What follows belongs to an exercise in optimizing a design on an open flow for small area; a production flow would make more cautious choices. Only simulation tests tie the RTL to the original design; equivalence was not proved. No activity file was given, so power comes from the tool's default toggle rates.

==> inputs of run G <==
==> flow/design.v <==
module sram_fsm_bit_next (
    input  logic q,
    input  logic h,
    input  logic d,
    input  logic e,
    output logic y
);
    assign y = (q & h) | (d & e);
endmodule
module sram_fsm_rd3 (
    input  logic q0,
    input  logic s0,
    input  logic q1,
    input  logic s1,
    input  logic q2,
    input  logic s2,
    output logic yn
);
    assign yn = ~((q0 & s0) | (q1 & s1) | (q2 & s2));
endmodule
module sram_fsm_nor2 (
    input  logic a,
    input  logic b,
    output logic y
);
    assign y = ~(a | b);
endmodule
module sram_fsm_nand2 (
    input  logic a,
    input  logic b,
    output logic y
);
    assign y = ~(a & b);
endmodule
module sram_fsm_strobe (
    input  logic r,
    input  logic w,
    input  logic s,
    output logic y
);
    assign y = r | (w & s);
endmodule
module sram_fsm #(
    parameter int unsigned ADDR_WIDTH = 8,
    parameter int unsigned DATA_WIDTH = 8,
    parameter int unsigned MEM_SIZE   = 1 << ADDR_WIDTH
) (
    input  logic                  clk,
    input  logic                  reset,
    input  logic                  chip_enable_n,
    input  logic                  write_enable_n,
    input  logic                  read_enable_n,
    input  logic [ADDR_WIDTH-1:0] address,
    input  logic [DATA_WIDTH-1:0] data_in,
    output logic [DATA_WIDTH-1:0] data_out
);
    localparam int unsigned NW  = MEM_SIZE;
    localparam int unsigned NG  = NW / 3;            
    localparam int unsigned NT  = NG + NW % 3;       
    logic wr, rd;
    assign wr = !chip_enable_n && !write_enable_n &&  read_enable_n;
    assign rd = !chip_enable_n &&  write_enable_n && !read_enable_n;
    logic [DATA_WIDTH-1:0] wdata;
    assign wdata = reset ? '0 : data_in;
    localparam int unsigned LW = ADDR_WIDTH / 2;
    localparam int unsigned HW = ADDR_WIDTH - LW;
    localparam int unsigned NL = 1 << LW;
    localparam int unsigned NH = 1 << HW;
    logic [LW-1:0] alo;
    logic [HW-1:0] ahi;
    assign alo = address[LW-1:0];
    assign ahi = address[ADDR_WIDTH-1:LW];
    localparam int unsigned NC = 4;                  
    logic [NL-1:0] lo_dec, lo_read_n;
    logic [NL-1:0] lo_load [NC];
    logic [NH-1:0] hi_n, hi;
    for (genvar i = 0; i < int'(NL); i++) begin : g_lo
        assign lo_dec[i] = alo == LW'(i);
        for (genvar c = 0; c < int'(NC); c++) begin : g_copy
            sram_fsm_strobe u_load (.r(reset), .w(wr), .s(lo_dec[i]), .y(lo_load[c][i]));
        end
        assign lo_read_n[i] = !(rd && alo == LW'(i));
    end
    for (genvar j = 0; j < int'(NH); j++) begin : g_hi
        assign hi[j]   = reset || ahi == HW'(j);
        assign hi_n[j] = !hi[j];
    end
    logic [DATA_WIDTH-1:0] wdata_n;
    logic [DATA_WIDTH-1:0] rowdata [NH];
    assign wdata_n = ~wdata;
    for (genvar j = 0; j < int'(NH); j++) begin : g_rowdata
        for (genvar b = 0; b < int'(DATA_WIDTH); b++) begin : g_bit
            sram_fsm_nor2 u_rd (.a(wdata_n[b]), .b(hi_n[j]), .y(rowdata[j][b]));
        end
    end
    logic [NW-1:0] hold;    
    logic [NW-1:0] rsel;    
    for (genvar w = 0; w < int'(NW); w++) begin : g_sel
        sram_fsm_nand2 u_hold (.a(lo_load[(w / NL) * NC / NH][w % NL]),   .b(hi[w / NL]),   .y(hold[w]));
        sram_fsm_nor2  u_rsel (.a(lo_read_n[w % NL]), .b(hi_n[w / NL]), .y(rsel[w]));
    end
    logic [DATA_WIDTH-1:0] q [NW];
    for (genvar w = 0; w < int'(NW); w++) begin : g_word
        logic [DATA_WIDTH-1:0] d;
        for (genvar b = 0; b < int'(DATA_WIDTH); b++) begin : g_bit
            sram_fsm_bit_next u_next (
                .q(q[w][b]), .h(hold[w]), .d(rowdata[w / NL][b]), .e(lo_load[(w / NL) * NC / NH][w % NL]), .y(d[b])
            );
        end
        always_ff @(posedge clk) q[w] <= d;
    end
    logic [DATA_WIDTH-1:0] rterm_n [NT];
    for (genvar g = 0; g < int'(NG); g++) begin : g_rgrp
        for (genvar b = 0; b < int'(DATA_WIDTH); b++) begin : g_bit
            sram_fsm_rd3 u_rd (
                .q0(q[3*g][b]),   .s0(rsel[3*g]),
                .q1(q[3*g+1][b]), .s1(rsel[3*g+1]),
                .q2(q[3*g+2][b]), .s2(rsel[3*g+2]),
                .yn(rterm_n[g][b])
            );
        end
    end
    for (genvar t = int'(NG); t < int'(NT); t++) begin : g_rrest
        assign rterm_n[t] = ~(q[3*NG + (t - NG)] & {DATA_WIDTH{rsel[3*NG + (t - NG)]}});
    end
    logic [DATA_WIDTH-1:0] rdata;
    always_comb begin
        logic [DATA_WIDTH-1:0] all_n;
        all_n = '1;
        for (int t = 0; t < int'(NT); t++) all_n = all_n & rterm_n[t];
        rdata = ~all_n;
    end
    always_ff @(posedge clk) begin
        if (reset) data_out <= '0;
        else       data_out <= rdata;
    end
endmodule
==> flow/run.sh <==
#!/bin/bash
# synth_recipe.tcl (not shown) runs the flow's synth.tcl, then flattens the netlist and writes it again
# the make line also repeats each setting of config.mk as NAME=value (left out here)
make -C /OpenROAD-flow-scripts/flow DESIGN_CONFIG=/design/flow/config.mk WORK_HOME=/design/flow/orfs CLKGATE_MAP_FILE= SYNTH_SCRIPT=/design/flow/synth_recipe.tcl finish
==> flow/config.mk <==
export PLATFORM = sky130hd
export DESIGN_NAME = sram_fsm
export DESIGN_NICKNAME = sram_fsm
export VERILOG_FILES = /design/flow/design.v
export SDC_FILE = /design/flow/constraint.sdc
export NUM_CORES = 4
export LEC_CHECK = 0
export CAP_MARGIN = 5
export CORE_MARGIN = 2
export CORE_UTILIZATION = 65
export CTS_BUF_LIST = sky130_fd_sc_hd__clkbuf_8
export CTS_CLUSTER_DIAMETER = 100
export CTS_CLUSTER_SIZE = 16
export GPL_TIMING_DRIVEN = 0
export PLACE_DENSITY = 0.75
export SETUP_SLACK_MARGIN = 0.3
export SLEW_MARGIN = 5
export SYNTH_HIERARCHICAL = 1
==> flow/constraint.sdc <==
create_clock -name core_clock -period 5.0 [get_ports {clk}]
set_input_delay 1.0000 -clock core_clock [delete_from_list [all_inputs] [get_ports {clk}]]
set_output_delay 1.0000 -clock core_clock [all_outputs]
set_load 0.01 [all_outputs]
==> run M (differences from run G) <==
==> flow/design.v, changed modules only <==
module sram_fsm_wdata_n (
    input  logic d,
    input  logic r,
    output logic y
);
    assign y = ~(d & ~r);
endmodule
module sram_fsm #(
    parameter int unsigned ADDR_WIDTH = 8,
    parameter int unsigned DATA_WIDTH = 8,
    parameter int unsigned MEM_SIZE   = 1 << ADDR_WIDTH
) (
    input  logic                  clk,
    input  logic                  reset,
    input  logic                  chip_enable_n,
    input  logic                  write_enable_n,
    input  logic                  read_enable_n,
    input  logic [ADDR_WIDTH-1:0] address,
    input  logic [DATA_WIDTH-1:0] data_in,
    output logic [DATA_WIDTH-1:0] data_out
);
    localparam int unsigned NW  = MEM_SIZE;
    localparam int unsigned NG  = NW / 3;            
    localparam int unsigned NT  = NG + NW % 3;       
    logic wr, rd;
    assign wr = !chip_enable_n && !write_enable_n &&  read_enable_n;
    assign rd = !chip_enable_n &&  write_enable_n && !read_enable_n;
    localparam int unsigned LW = ADDR_WIDTH / 2;
    localparam int unsigned HW = ADDR_WIDTH - LW;
    localparam int unsigned NL = 1 << LW;
    localparam int unsigned NH = 1 << HW;
    logic [LW-1:0] alo;
    logic [HW-1:0] ahi;
    assign alo = address[LW-1:0];
    assign ahi = address[ADDR_WIDTH-1:LW];
    localparam int unsigned NC = 4;                  
    logic [NL-1:0] lo_dec;
    logic [NL-1:0] lo_load [NC];
    logic [NL-1:0] lo_read_n [NC];
    logic [NH-1:0] hi_n, hi;
    for (genvar i = 0; i < int'(NL); i++) begin : g_lo
        assign lo_dec[i] = alo == LW'(i);
        for (genvar c = 0; c < int'(NC); c++) begin : g_copy
            sram_fsm_strobe u_load (.r(reset), .w(wr), .s(lo_dec[i]), .y(lo_load[c][i]));
            sram_fsm_nand2  u_read (.a(rd), .b(lo_dec[i]), .y(lo_read_n[c][i]));
        end
    end
    for (genvar j = 0; j < int'(NH); j++) begin : g_hi
        assign hi[j]   = reset || ahi == HW'(j);
        assign hi_n[j] = !hi[j];
    end
    localparam int unsigned ND = 2;
    logic [DATA_WIDTH-1:0] wdata_n [ND];
    logic [DATA_WIDTH-1:0] rowdata [NH];
    for (genvar c = 0; c < int'(ND); c++) begin : g_wdata
        for (genvar b = 0; b < int'(DATA_WIDTH); b++) begin : g_bit
            sram_fsm_wdata_n u_wd (.d(data_in[b]), .r(reset), .y(wdata_n[c][b]));
        end
    end
    for (genvar j = 0; j < int'(NH); j++) begin : g_rowdata
        for (genvar b = 0; b < int'(DATA_WIDTH); b++) begin : g_bit
            sram_fsm_nor2 u_rd (.a(wdata_n[j * ND / NH][b]), .b(hi_n[j]), .y(rowdata[j][b]));
        end
    end
    logic [NW-1:0] hold;    
    logic [NW-1:0] rsel;    
    for (genvar w = 0; w < int'(NW); w++) begin : g_sel
        sram_fsm_nand2 u_hold (.a(lo_load[(w / NL) * NC / NH][w % NL]),   .b(hi[w / NL]),   .y(hold[w]));
        sram_fsm_nor2  u_rsel (.a(lo_read_n[(w / NL) * NC / NH][w % NL]), .b(hi_n[w / NL]), .y(rsel[w]));
    end
    logic [DATA_WIDTH-1:0] q [NW];
    for (genvar w = 0; w < int'(NW); w++) begin : g_word
        logic [DATA_WIDTH-1:0] d;
        for (genvar b = 0; b < int'(DATA_WIDTH); b++) begin : g_bit
            sram_fsm_bit_next u_next (
                .q(q[w][b]), .h(hold[w]), .d(rowdata[w / NL][b]), .e(lo_load[(w / NL) * NC / NH][w % NL]), .y(d[b])
            );
        end
        always_ff @(posedge clk) q[w] <= d;
    end
    logic [DATA_WIDTH-1:0] rterm_n [NT];
    for (genvar g = 0; g < int'(NG); g++) begin : g_rgrp
        for (genvar b = 0; b < int'(DATA_WIDTH); b++) begin : g_bit
            sram_fsm_rd3 u_rd (
                .q0(q[3*g][b]),   .s0(rsel[3*g]),
                .q1(q[3*g+1][b]), .s1(rsel[3*g+1]),
                .q2(q[3*g+2][b]), .s2(rsel[3*g+2]),
                .yn(rterm_n[g][b])
            );
        end
    end
    for (genvar t = int'(NG); t < int'(NT); t++) begin : g_rrest
        assign rterm_n[t] = ~(q[3*NG + (t - NG)] & {DATA_WIDTH{rsel[3*NG + (t - NG)]}});
    end
    localparam int unsigned NT0 = NT / 2;
    logic [DATA_WIDTH-1:0] rdata0, rdata1;
    always_comb begin
        logic [DATA_WIDTH-1:0] all0_n, all1_n;
        all0_n = '1;
        all1_n = '1;
        for (int t = 0; t < int'(NT0); t++)        all0_n = all0_n & rterm_n[t];
        for (int t = int'(NT0); t < int'(NT); t++) all1_n = all1_n & rterm_n[t];
        rdata0 = ~all0_n;
        rdata1 = ~all1_n;
    end
    logic [DATA_WIDTH-1:0] dout0, dout1;
    always_ff @(posedge clk) begin
        if (reset) begin
            dout0 <= '0;
            dout1 <= '0;
        end else begin
            dout0 <= rdata0;
            dout1 <= rdata1;
        end
    end
    assign data_out = dout0 | dout1;
endmodule
==> flow/flow/run.sh (new file) <==
#!/bin/bash
# The standard layout, except that the port buffers are buf_2 cells instead of the
# slow delay-buffer cells buffer_ports picks by itself. Every port still gets a buffer.
set -euo pipefail
export BUFFER_PORTS_ARGS="-buffer_cell sky130_fd_sc_hd__buf_2"
bash standard.sh synth > synth.log 2>&1
bash standard.sh finish > layout.log 2>&1
==> flow/standard.sh (new file) <==
#!/bin/bash
# synth_recipe.tcl (not shown) runs the flow's synth.tcl, then flattens the netlist and writes it again
# the make line also repeats each setting of config.mk as NAME=value (left out here)
make -C /OpenROAD-flow-scripts/flow DESIGN_CONFIG=/design/flow/config.mk WORK_HOME=/design/flow/orfs CLKGATE_MAP_FILE= SYNTH_SCRIPT=/design/flow/synth_recipe.tcl "${@:-finish}"
CAP_MARGIN = 20   (was 5)
CORE_UTILIZATION = 58   (was 65)
CTS_CLUSTER_SIZE = 14   (was 16)
PLACE_DENSITY = 0.72   (was 0.75)
SLEW_MARGIN = 20   (was 5)
removed: flow/run.sh
==> notes.md <==
In first-iteration DRC count, run G and run M hardly differ. Clock power: run G is smaller than run M (about 5%). Total power: run G is lower than run M (about 1.3%). Between run M and run G, the lower sequential share of layout area is in run G (gap 0.076 points). In run M the via count is lower than in run G, by 0.77%. Of run G and run M, run M has the higher area after synthesis (gap 0.57%, measured against run M). In run G the synthesized cell count is lower than in run M, by 1.2%. Against run M, the fmax of run G is lower by about 9%. Critical path depth is the same in run G and run M. Run G finished with max-capacitance violations, max-slew violations, negative setup slack left. Run M finished with timing, DRC and antenna clean.
==> figures <==
| quantity | run G | run M |
|---|---|---|
| Run status | finished with violations | timing/DRC/antenna clean |
| Layout check failures | max-capacitance violations, max-slew violations, negative setup slack | - |
| Count of multi-input combinational gates | 3749 | 3814 |
| Fmax | 0.193 GHz | 0.211 GHz |
| Total clock network power | 7.95 mW | 8.38 mW |
| Count of plain and timing-repair buffers in the layout | 95 | 84 |
| Max-Slew Margin vs Limit | -7.00% | 14.9% |
| Starting Density | 65.3% | 58.4% |
| Final GP Congestion | 0.972 | 0.945 |
| Combinational fraction of design power | 11.5% | 11.1% |
| Origin of the worst setup path | address[2] | reset |
| Register Area | 41200 um2 | 41300 um2 |
| Number of antenna cells inserted | 18 | 6 |
| Clock buffer count from CTS | 146 | 165 |
| Count of cell types in the netlist | 24 | 26 |
| Placeable core area | 108000 um2 | 122000 um2 |
| Final critical path time including I/O delays and setup | 5.18 ns | 4.74 ns |
| Number of instances in the synthesized netlist | 5827 | 5898 |
| Arrival time worst endpoint | 5.94 ns | 5.47 ns |
| Mapped Area | 70800 um2 | 71200 um2 |

==> port drivers added, routing unchanged <==
No port has a modelled driver above. Below, the same layouts with a new extraction and two added sets of constraints.
Step 1, drivers: a clkbuf_16 drives clk and a buf_2 each remaining input, both assumed.
Step 2, shift: input delay + t, output delay - t, t = (earliest + latest rising clock arrival at the registers) / 2. This alone moves slack from input paths to output paths.
Slacks: no drivers / after step 1 / after step 2; pairs: no drivers / after step 1.
| run | shift t [ns] | slack for setup (ns) | latest minus earliest clock arrival (ns) | pins driven straight from the clock port |
|---|---|---|---|---|
| run G | 0.970 | -0.181 / -0.132 / -1.102 | 0.051 / 0.051 | 1 |
| run M | 1.010 | 0.263 / 0.252 / -0.758 | 0.063 / 0.063 | 1 |
Met with ideal ports but missed after step 2: setup timing in run M. The setup slack of run M, which loses most, moves by -0.011 ns with the drivers and by -1.021 ns with both steps.
